This is an optimization exercise on Yosys and OpenROAD, whose aim is small area, a short achievable clock period and few clock cycles, not a production implementation.
Function was checked by simulation only, so behaviour that the tests miss may differ from the original.
Power and IR drop assume default switching activity.

==> inputs of trial 67 <==
// approximate_substring_match_score
module approximate_substring_match_score (
    input  logic                clk,
    input  logic                rst_n,
    input  logic                item_valid,
    output logic                item_ready,
    input  logic                command,
    input  logic [asms_pkg::CHAR_W-1:0] char_code,
    input  logic                last_char,
    output logic                result_valid,
    input  logic                result_ready,
    output logic [asms_pkg::RESULT_W-1:0] match_count,
    output logic [asms_pkg::RESULT_W-1:0] min_distance,
    output logic                query_overflow
);
Settings: LEC_CHECK=0, ABC_CLOCK_PERIOD_IN_PS=2000, CAP_MARGIN=20, CORE_MARGIN=2, CORE_UTILIZATION=65, CTS_CLUSTER_DIAMETER=60, CTS_CLUSTER_SIZE=30, SETUP_SLACK_MARGIN=3.4, SLEW_MARGIN=20; clock period 5.5 ns.
run.sh (not shown) runs the stock make flow with config.mk's settings and CLKGATE_MAP_FILE= SYNTH_SCRIPT=/design/flow/synth_recipe.tcl, a recipe that flattens the netlist after the stock synthesis.
==> build 73 (differences from trial 67) <==
--- a/flow/design.v
+++ b/flow/design.v
@@ -169,53 +169,70 @@
     assign t_ph[0]  = 1'b0;
     assign t_mh[0]  = 1'b0;
     assign t_eq = eq_r;
     genvar b;
     generate
         for (b = 0; b < NB; b++)
         begin : g_blk
-            logic [BS-1:0] npv_reg, pv_reg, mv_reg;    
-            assign pv_reg = ~npv_reg;
-            logic [BS-1:0] xv, xh, ph, mh, ph_s, mh_s, pv_n, mv_n;
+            logic [BS-1:0] pv_reg, mv_reg;
             logic [BS-1:0] cin;     
             logic          cout;
             always_comb
             begin
-                logic [BS:0] gg, pp;
-                gg = {t_eq[b*BS +: BS] & pv_reg, t_c[b]};
-                pp = {pv_reg, 1'b0};
-                for (int s = 1; s <= BS; s = s * 2)
+                logic [BS-1:0] gg, pp;
+                gg = t_eq[b*BS +: BS] & pv_reg;
+                pp = pv_reg;
+                gg[0] = gg[0] | (pp[0] & t_c[b]);
+                for (int l = 0; (1 << l) < BS; l++)
                 begin
-                    for (int i = BS; i >= s; i--)
+                    for (int i = BS - 1; i >= 0; i--)
                     begin
-                        gg[i] = gg[i] | (pp[i] & gg[i-s]);
-                        pp[i] = pp[i] & pp[i-s];
+                        if (((i >> l) & 1) == 1)
+                        begin
+                            gg[i] = gg[i] | (pp[i] & gg[((i >> l) << l) - 1]);
+                            pp[i] = pp[i] & pp[((i >> l) << l) - 1];
+                        end
                     end
                 end
-                cin  = gg[BS-1:0];
-                cout = gg[BS];
+                cin  = {gg[BS-2:0], t_c[b]};
+                cout = gg[BS-1];
             end
+            logic [BS-1:0] eqb, ph1, mh1, ph0, mh0, xv;
+            logic [BS-1:0] ph_in1, mh_in1, ph_in0, mh_in0, sel;
+            logic [BS-1:0] pv1, pv0, mv1, mv0;
+            logic          keep, load;
+            assign keep = !t_v[b];
+            assign load = t_v[b] && t_cmd[b] && !t_f1[b];
             always_comb
             begin
-                xv   = t_eq[b*BS +: BS] | mv_reg;
-                xh   = t_eq[b*BS +: BS] | cin;
-                ph   = mv_reg | ~(xh | pv_reg);
-                mh   = pv_reg & xh;
-                ph_s = {ph[BS-2:0], t_ph[b]};
-                mh_s = {mh[BS-2:0], t_mh[b]};
-                pv_n = mh_s | ~(xv | ph_s);
-                mv_n = ph_s & xv;
+                eqb = t_eq[b*BS +: BS];
+                xv  = eqb | mv_reg;
+                ph1 = mv_reg;
+                mh1 = pv_reg;
+                ph0 = mv_reg | ~(eqb | pv_reg);
+                mh0 = pv_reg & eqb;
+                ph_in1 = {ph1[BS-2:0], t_ph[b]};
+                mh_in1 = {mh1[BS-2:0], t_mh[b]};
+                ph_in0 = {ph0[BS-2:0], t_ph[b]};
+                mh_in0 = {mh0[BS-2:0], t_mh[b]};
+                sel    = {cin[BS-2:0], 1'b0};
+                pv1 = (pv_reg & {BS{keep}}) | ((mh_in1 | ~(xv | ph_in1)) & {BS{load}}) |
+                      {BS{!keep && !load}};
+                pv0 = (pv_reg & {BS{keep}}) | ((mh_in0 | ~(xv | ph_in0)) & {BS{load}}) |
+                      {BS{!keep && !load}};
+                mv1  = (mv_reg & {BS{keep}}) | (ph_in1 & xv & {BS{load}});
+                mv0  = (mv_reg & {BS{keep}}) | (ph_in0 & xv & {BS{load}});
             end
-            logic keep, load;
-            assign keep = !t_v[b];
-            assign load = t_v[b] && t_cmd[b] && !t_f1[b];
             always_ff @(posedge clk)
             begin
-                npv_reg <= (npv_reg & {BS{keep}}) | (~pv_n & {BS{load}});
-                mv_reg  <= (mv_reg & {BS{keep}}) | (mv_n & {BS{load}});
+                for (int i = 0; i < BS; i++)
+                begin
+                    pv_reg[i]  <= sel[i] ? pv1[i] : pv0[i];
+                    mv_reg[i]  <= sel[i] ? mv1[i] : mv0[i];
+                end
             end
             always_ff @(posedge clk or negedge rst_n)
             begin
                 if (!rst_n)
                 begin
                     t_v[b+1] <= 1'b0;
                 end
@@ -226,63 +243,63 @@
             end
             always_ff @(posedge clk)
             begin
                 t_cmd[b+1] <= t_cmd[b];
                 t_f1[b+1]  <= t_f1[b];
                 t_f2[b+1]  <= t_f2[b];
                 t_c[b+1]   <= cout;
-                t_ph[b+1]  <= ph[BS-1];
-                t_mh[b+1]  <= mh[BS-1];
+                t_ph[b+1]  <= cin[BS-1] ? ph1[BS-1] : ph0[BS-1];
+                t_mh[b+1]  <= cin[BS-1] ? mh1[BS-1] : mh0[BS-1];
             end
         end
     endgenerate
     logic m_v, m_cmd, m_f1, m_f2, m_ph, m_mh;
     logic qz_reg;     
     assign m_v   = t_v[NB];
     assign m_cmd = t_cmd[NB];
     assign m_f1  = t_f1[NB];
     assign m_f2  = t_f2[NB];
     assign m_ph  = t_ph[NB] && !qz_reg;
     assign m_mh  = t_mh[NB] && !qz_reg;
     logic [RW-1:0] qlen_reg;    
     logic          ovf_reg;
     logic [RW-1:0] gap_reg;     
-    logic          gz_reg;      
+    logic          gnz_reg;     
     logic [RW-1:0] best_reg;    
     logic [RW-1:0] mbest_reg;   
     logic          parked;      
     logic          dec;
     logic          push;
     logic          full_out;
     logic          unpark;
     logic [RW-1:0] new_match, new_dist;
-    assign dec       = m_mh && gz_reg;
+    assign dec       = m_mh && !gnz_reg;
     assign push      = m_v && m_cmd && m_f1;
     assign full_out  = out_valid && !pop;
     assign unpark    = pop && parked;
-    assign new_match = mbest_reg + RW'(dec);
-    assign new_dist  = best_reg - RW'(dec);
+    assign new_match = dec ? (mbest_reg + RW'(1)) : mbest_reg;
+    assign new_dist  = dec ? (best_reg - RW'(1)) : best_reg;
     always_ff @(posedge clk or negedge rst_n)
     begin
         if (!rst_n)
         begin
             qlen_reg  <= '0;
             qz_reg    <= 1'b1;
             ovf_reg   <= 1'b0;
             gap_reg   <= '0;
-            gz_reg    <= 1'b1;
+            gnz_reg   <= 1'b0;
             best_reg  <= '0;
             mbest_reg <= '0;
             parked    <= 1'b0;
         end
         else if (unpark)
         begin
             parked    <= 1'b0;
             gap_reg   <= '0;
-            gz_reg    <= 1'b1;
+            gnz_reg   <= 1'b0;
             best_reg  <= qlen_reg;
             mbest_reg <= '0;
         end
         else if (m_v)
         begin
             if (!m_cmd)
             begin
@@ -300,38 +317,38 @@
                 end
                 else
                 begin
                     qlen_reg <= qlen_reg + RW'(1);
                     best_reg <= qlen_reg + RW'(1);
                 end
                 gap_reg   <= '0;
-                gz_reg    <= 1'b1;
+                gnz_reg   <= 1'b0;
                 mbest_reg <= '0;
             end
             else if (m_f1 && !full_out)
             begin
                 gap_reg   <= '0;
-                gz_reg    <= 1'b1;
+                gnz_reg   <= 1'b0;
                 best_reg  <= qlen_reg;
                 mbest_reg <= '0;
             end
             else
             begin
                 parked    <= m_f1;
                 best_reg  <= new_dist;
                 mbest_reg <= new_match;
                 if (m_ph)
                 begin
                     gap_reg <= gap_reg + RW'(1);
-                    gz_reg  <= 1'b0;
+                    gnz_reg <= 1'b1;
                 end
-                else if (m_mh && !gz_reg)
+                else if (m_mh && gnz_reg)
                 begin
                     gap_reg <= gap_reg - RW'(1);
-                    gz_reg  <= (gap_reg == RW'(1));
+                    gnz_reg <= (gap_reg != RW'(1));
                 end
             end
         end
     end
     logic [RW-1:0] out_match, out_dist;
     logic          out_ovf;
     always_ff @(posedge clk or negedge rst_n)
- CTS_CLUSTER_DIAMETER: 60 -> 100
==> trial 88 (differences from trial 67) <==
--- a/flow/design.v
+++ b/flow/design.v
@@ -169,53 +169,70 @@
     assign t_ph[0]  = 1'b0;
     assign t_mh[0]  = 1'b0;
     assign t_eq = eq_r;
     genvar b;
     generate
         for (b = 0; b < NB; b++)
         begin : g_blk
-            logic [BS-1:0] npv_reg, pv_reg, mv_reg;    
-            assign pv_reg = ~npv_reg;
-            logic [BS-1:0] xv, xh, ph, mh, ph_s, mh_s, pv_n, mv_n;
+            logic [BS-1:0] pv_reg, mv_reg;
             logic [BS-1:0] cin;     
             logic          cout;
             always_comb
             begin
-                logic [BS:0] gg, pp;
-                gg = {t_eq[b*BS +: BS] & pv_reg, t_c[b]};
-                pp = {pv_reg, 1'b0};
-                for (int s = 1; s <= BS; s = s * 2)
+                logic [BS-1:0] gg, pp;
+                gg = t_eq[b*BS +: BS] & pv_reg;
+                pp = pv_reg;
+                gg[0] = gg[0] | (pp[0] & t_c[b]);
+                for (int l = 0; (1 << l) < BS; l++)
                 begin
-                    for (int i = BS; i >= s; i--)
+                    for (int i = BS - 1; i >= 0; i--)
                     begin
-                        gg[i] = gg[i] | (pp[i] & gg[i-s]);
-                        pp[i] = pp[i] & pp[i-s];
+                        if (((i >> l) & 1) == 1)
+                        begin
+                            gg[i] = gg[i] | (pp[i] & gg[((i >> l) << l) - 1]);
+                            pp[i] = pp[i] & pp[((i >> l) << l) - 1];
+                        end
                     end
                 end
-                cin  = gg[BS-1:0];
-                cout = gg[BS];
+                cin  = {gg[BS-2:0], t_c[b]};
+                cout = gg[BS-1];
             end
+            logic [BS-1:0] eqb, ph1, mh1, ph0, mh0, xv;
+            logic [BS-1:0] ph_in1, mh_in1, ph_in0, mh_in0, sel;
+            logic [BS-1:0] pv1, pv0, mv1, mv0;
+            logic          keep, load;
+            assign keep = !t_v[b];
+            assign load = t_v[b] && t_cmd[b] && !t_f1[b];
             always_comb
             begin
-                xv   = t_eq[b*BS +: BS] | mv_reg;
-                xh   = t_eq[b*BS +: BS] | cin;
-                ph   = mv_reg | ~(xh | pv_reg);
-                mh   = pv_reg & xh;
-                ph_s = {ph[BS-2:0], t_ph[b]};
-                mh_s = {mh[BS-2:0], t_mh[b]};
-                pv_n = mh_s | ~(xv | ph_s);
-                mv_n = ph_s & xv;
+                eqb = t_eq[b*BS +: BS];
+                xv  = eqb | mv_reg;
+                ph1 = mv_reg;
+                mh1 = pv_reg;
+                ph0 = mv_reg | ~(eqb | pv_reg);
+                mh0 = pv_reg & eqb;
+                ph_in1 = {ph1[BS-2:0], t_ph[b]};
+                mh_in1 = {mh1[BS-2:0], t_mh[b]};
+                ph_in0 = {ph0[BS-2:0], t_ph[b]};
+                mh_in0 = {mh0[BS-2:0], t_mh[b]};
+                sel    = {cin[BS-2:0], 1'b0};
+                pv1 = (pv_reg & {BS{keep}}) | ((mh_in1 | ~(xv | ph_in1)) & {BS{load}}) |
+                      {BS{!keep && !load}};
+                pv0 = (pv_reg & {BS{keep}}) | ((mh_in0 | ~(xv | ph_in0)) & {BS{load}}) |
+                      {BS{!keep && !load}};
+                mv1  = (mv_reg & {BS{keep}}) | (ph_in1 & xv & {BS{load}});
+                mv0  = (mv_reg & {BS{keep}}) | (ph_in0 & xv & {BS{load}});
             end
-            logic keep, load;
-            assign keep = !t_v[b];
-            assign load = t_v[b] && t_cmd[b] && !t_f1[b];
             always_ff @(posedge clk)
             begin
-                npv_reg <= (npv_reg & {BS{keep}}) | (~pv_n & {BS{load}});
-                mv_reg  <= (mv_reg & {BS{keep}}) | (mv_n & {BS{load}});
+                for (int i = 0; i < BS; i++)
+                begin
+                    pv_reg[i]  <= sel[i] ? pv1[i] : pv0[i];
+                    mv_reg[i]  <= sel[i] ? mv1[i] : mv0[i];
+                end
             end
             always_ff @(posedge clk or negedge rst_n)
             begin
                 if (!rst_n)
                 begin
                     t_v[b+1] <= 1'b0;
                 end
@@ -226,63 +243,63 @@
             end
             always_ff @(posedge clk)
             begin
                 t_cmd[b+1] <= t_cmd[b];
                 t_f1[b+1]  <= t_f1[b];
                 t_f2[b+1]  <= t_f2[b];
                 t_c[b+1]   <= cout;
-                t_ph[b+1]  <= ph[BS-1];
-                t_mh[b+1]  <= mh[BS-1];
+                t_ph[b+1]  <= cin[BS-1] ? ph1[BS-1] : ph0[BS-1];
+                t_mh[b+1]  <= cin[BS-1] ? mh1[BS-1] : mh0[BS-1];
             end
         end
     endgenerate
     logic m_v, m_cmd, m_f1, m_f2, m_ph, m_mh;
     logic qz_reg;     
     assign m_v   = t_v[NB];
     assign m_cmd = t_cmd[NB];
     assign m_f1  = t_f1[NB];
     assign m_f2  = t_f2[NB];
     assign m_ph  = t_ph[NB] && !qz_reg;
     assign m_mh  = t_mh[NB] && !qz_reg;
     logic [RW-1:0] qlen_reg;    
     logic          ovf_reg;
     logic [RW-1:0] gap_reg;     
-    logic          gz_reg;      
+    logic          gnz_reg;     
     logic [RW-1:0] best_reg;    
     logic [RW-1:0] mbest_reg;   
     logic          parked;      
     logic          dec;
     logic          push;
     logic          full_out;
     logic          unpark;
     logic [RW-1:0] new_match, new_dist;
-    assign dec       = m_mh && gz_reg;
+    assign dec       = m_mh && !gnz_reg;
     assign push      = m_v && m_cmd && m_f1;
     assign full_out  = out_valid && !pop;
     assign unpark    = pop && parked;
-    assign new_match = mbest_reg + RW'(dec);
-    assign new_dist  = best_reg - RW'(dec);
+    assign new_match = dec ? (mbest_reg + RW'(1)) : mbest_reg;
+    assign new_dist  = dec ? (best_reg - RW'(1)) : best_reg;
     always_ff @(posedge clk or negedge rst_n)
     begin
         if (!rst_n)
         begin
             qlen_reg  <= '0;
             qz_reg    <= 1'b1;
             ovf_reg   <= 1'b0;
             gap_reg   <= '0;
-            gz_reg    <= 1'b1;
+            gnz_reg   <= 1'b0;
             best_reg  <= '0;
             mbest_reg <= '0;
             parked    <= 1'b0;
         end
         else if (unpark)
         begin
             parked    <= 1'b0;
             gap_reg   <= '0;
-            gz_reg    <= 1'b1;
+            gnz_reg   <= 1'b0;
             best_reg  <= qlen_reg;
             mbest_reg <= '0;
         end
         else if (m_v)
         begin
             if (!m_cmd)
             begin
@@ -300,38 +317,38 @@
                 end
                 else
                 begin
                     qlen_reg <= qlen_reg + RW'(1);
                     best_reg <= qlen_reg + RW'(1);
                 end
                 gap_reg   <= '0;
-                gz_reg    <= 1'b1;
+                gnz_reg   <= 1'b0;
                 mbest_reg <= '0;
             end
             else if (m_f1 && !full_out)
             begin
                 gap_reg   <= '0;
-                gz_reg    <= 1'b1;
+                gnz_reg   <= 1'b0;
                 best_reg  <= qlen_reg;
                 mbest_reg <= '0;
             end
             else
             begin
                 parked    <= m_f1;
                 best_reg  <= new_dist;
                 mbest_reg <= new_match;
                 if (m_ph)
                 begin
                     gap_reg <= gap_reg + RW'(1);
-                    gz_reg  <= 1'b0;
+                    gnz_reg <= 1'b1;
                 end
-                else if (m_mh && !gz_reg)
+                else if (m_mh && gnz_reg)
                 begin
                     gap_reg <= gap_reg - RW'(1);
-                    gz_reg  <= (gap_reg == RW'(1));
+                    gnz_reg <= (gap_reg != RW'(1));
                 end
             end
         end
     end
     logic [RW-1:0] out_match, out_dist;
     logic          out_ovf;
     always_ff @(posedge clk or negedge rst_n)
- CTS_CLUSTER_DIAMETER: 60 -> 100
- PLACE_DENSITY: default -> 0.75
- SETUP_SLACK_MARGIN: 3.4 -> 3.3
==> run notes <==
----------------------------------------------------
[Run status]
  Outcome ... no timing/DRC/antenna violations

[Global routing]
  Overall track demand over capacity in global routing ... between 20% and 30%

[Layout]
  Sequential share of cell area ... a little over half

[Die]
  Count of inserted tapcells ... about 380

[Power]
  Power of the sequential group ... approximately 4.3 mW

[Placed design]
  Placed standard-cell area ... approximately 19000 sq um

[Logic synthesis]
  Multiplexer fraction of the synthesized cell area ... 0.391%
  Synthesized area divided by synthesized cell count ... about 12 sq um
  Post-synth top area share ... about two fifths

[Route]
  Total routed wirelength ... 41400 um
  Met2 wire length ... roughly 20000 um

[STA]
  Slew at the pin with the worst max-slew slack ... between 700 and 800 ps

[Clock network]
  PostCTS Resize Cnt ... ~170

----------------------------------------------------
the above is filed under trial 67

==> run notes <==
----------------------------------------------------
[Run status]
  Outcome ... no timing/DRC/antenna violations

[STA]
  Slew at the pin with the worst max-slew slack ... around 970 ps

[Logic synthesis]
  Multiplexer fraction of the synthesized cell area ... less than 1%
  Post-synth top area share ... approximately two fifths

[Die]
  Count of inserted tapcells ... 384

[Global routing]
  Overall track demand over capacity in global routing ... between 20% and 30%

[Placed design]
  Placed standard-cell area ... approximately 19000 sq um

[Layout]
  Sequential share of cell area ... 54.7%

[Clock network]
  PostCTS Resize Cnt ... between 100 and 150

[Route]
  Met2 wire length ... 19500 um

[Power]
  Power of the sequential group ... around 4.5 mW

----------------------------------------------------
the above is filed under build 73

==> run notes <==
----------------------------------------------------
[Run status]
  Outcome ... no timing/DRC/antenna violations

[Clock network]
  PostCTS Resize Cnt ... 102

[Route]
  Met2 wire length ... around 20000 um
  Total routed wirelength ... just under 40000 um

[Min path]
  Worst min-delay path endpoint ... t_f2[2]$_DFF_P_

[Layout]
  Sequential share of cell area ... about 56%

[Logic synthesis]
  Multiplexer fraction of the synthesized cell area ... less than 1%
  Synthesized area divided by synthesized cell count ... 12.0 sq um

[STA]
  Slew at the pin with the worst max-slew slack ... 1020 ps

[Power]
  Power of the sequential group ... around 4.5 mW
  Leak ... just over 7 nW

[Die]
  Count of inserted tapcells ... between 300 and 400

----------------------------------------------------
the above is filed under trial 88

Testbench counts of trial 67, summed over its fixed seeds: cycles 7,501.
Testbench counts of build 73, summed over its fixed seeds: cycles 7,501.
Testbench counts of trial 88, summed over its fixed seeds: cycles 7,501.

==> static timing again, ports no longer ideal <==
No port has a modelled driver above. Below, the same layouts with a new extraction and two added sets of constraints.
Step 1 (the two cells are an assumption about what drives the block):
set clk [get_ports {clk}]
set_driving_cell -lib_cell sky130_fd_sc_hd__clkbuf_16 $clk
set_driving_cell -lib_cell sky130_fd_sc_hd__buf_2 [delete_from_list [all_inputs] $clk]
Step 2 adds t to the input delays and takes it off the output delays; t is the mean of the earliest and latest rising clock arrival at the registers after step 1. Input paths then give back, and output paths get back, about the clock's delay inside the block.
Three values: no drivers, after step 1, after step 2; two values: the first two.
run	shift t [ns]	setup slack, ns	slew at the worst register clock pin (ns)	worst slew at a driven data input, ns	cell pins on the clock port's net
trial 67	0.567	3.166 / 3.166 / 2.805	0.09 / 0.09	0.13	1
build 73	0.583	3.318 / 3.267 / 2.808	0.12 / 0.12	0.05	1
trial 88	0.593	3.284 / 3.233 / 2.766	0.12 / 0.12	0.07	1
After both steps every run listed still meets setup and hold. For trial 88, which loses most, drivers alone change the setup slack by -0.051 ns; drivers and shift together by -0.518 ns.
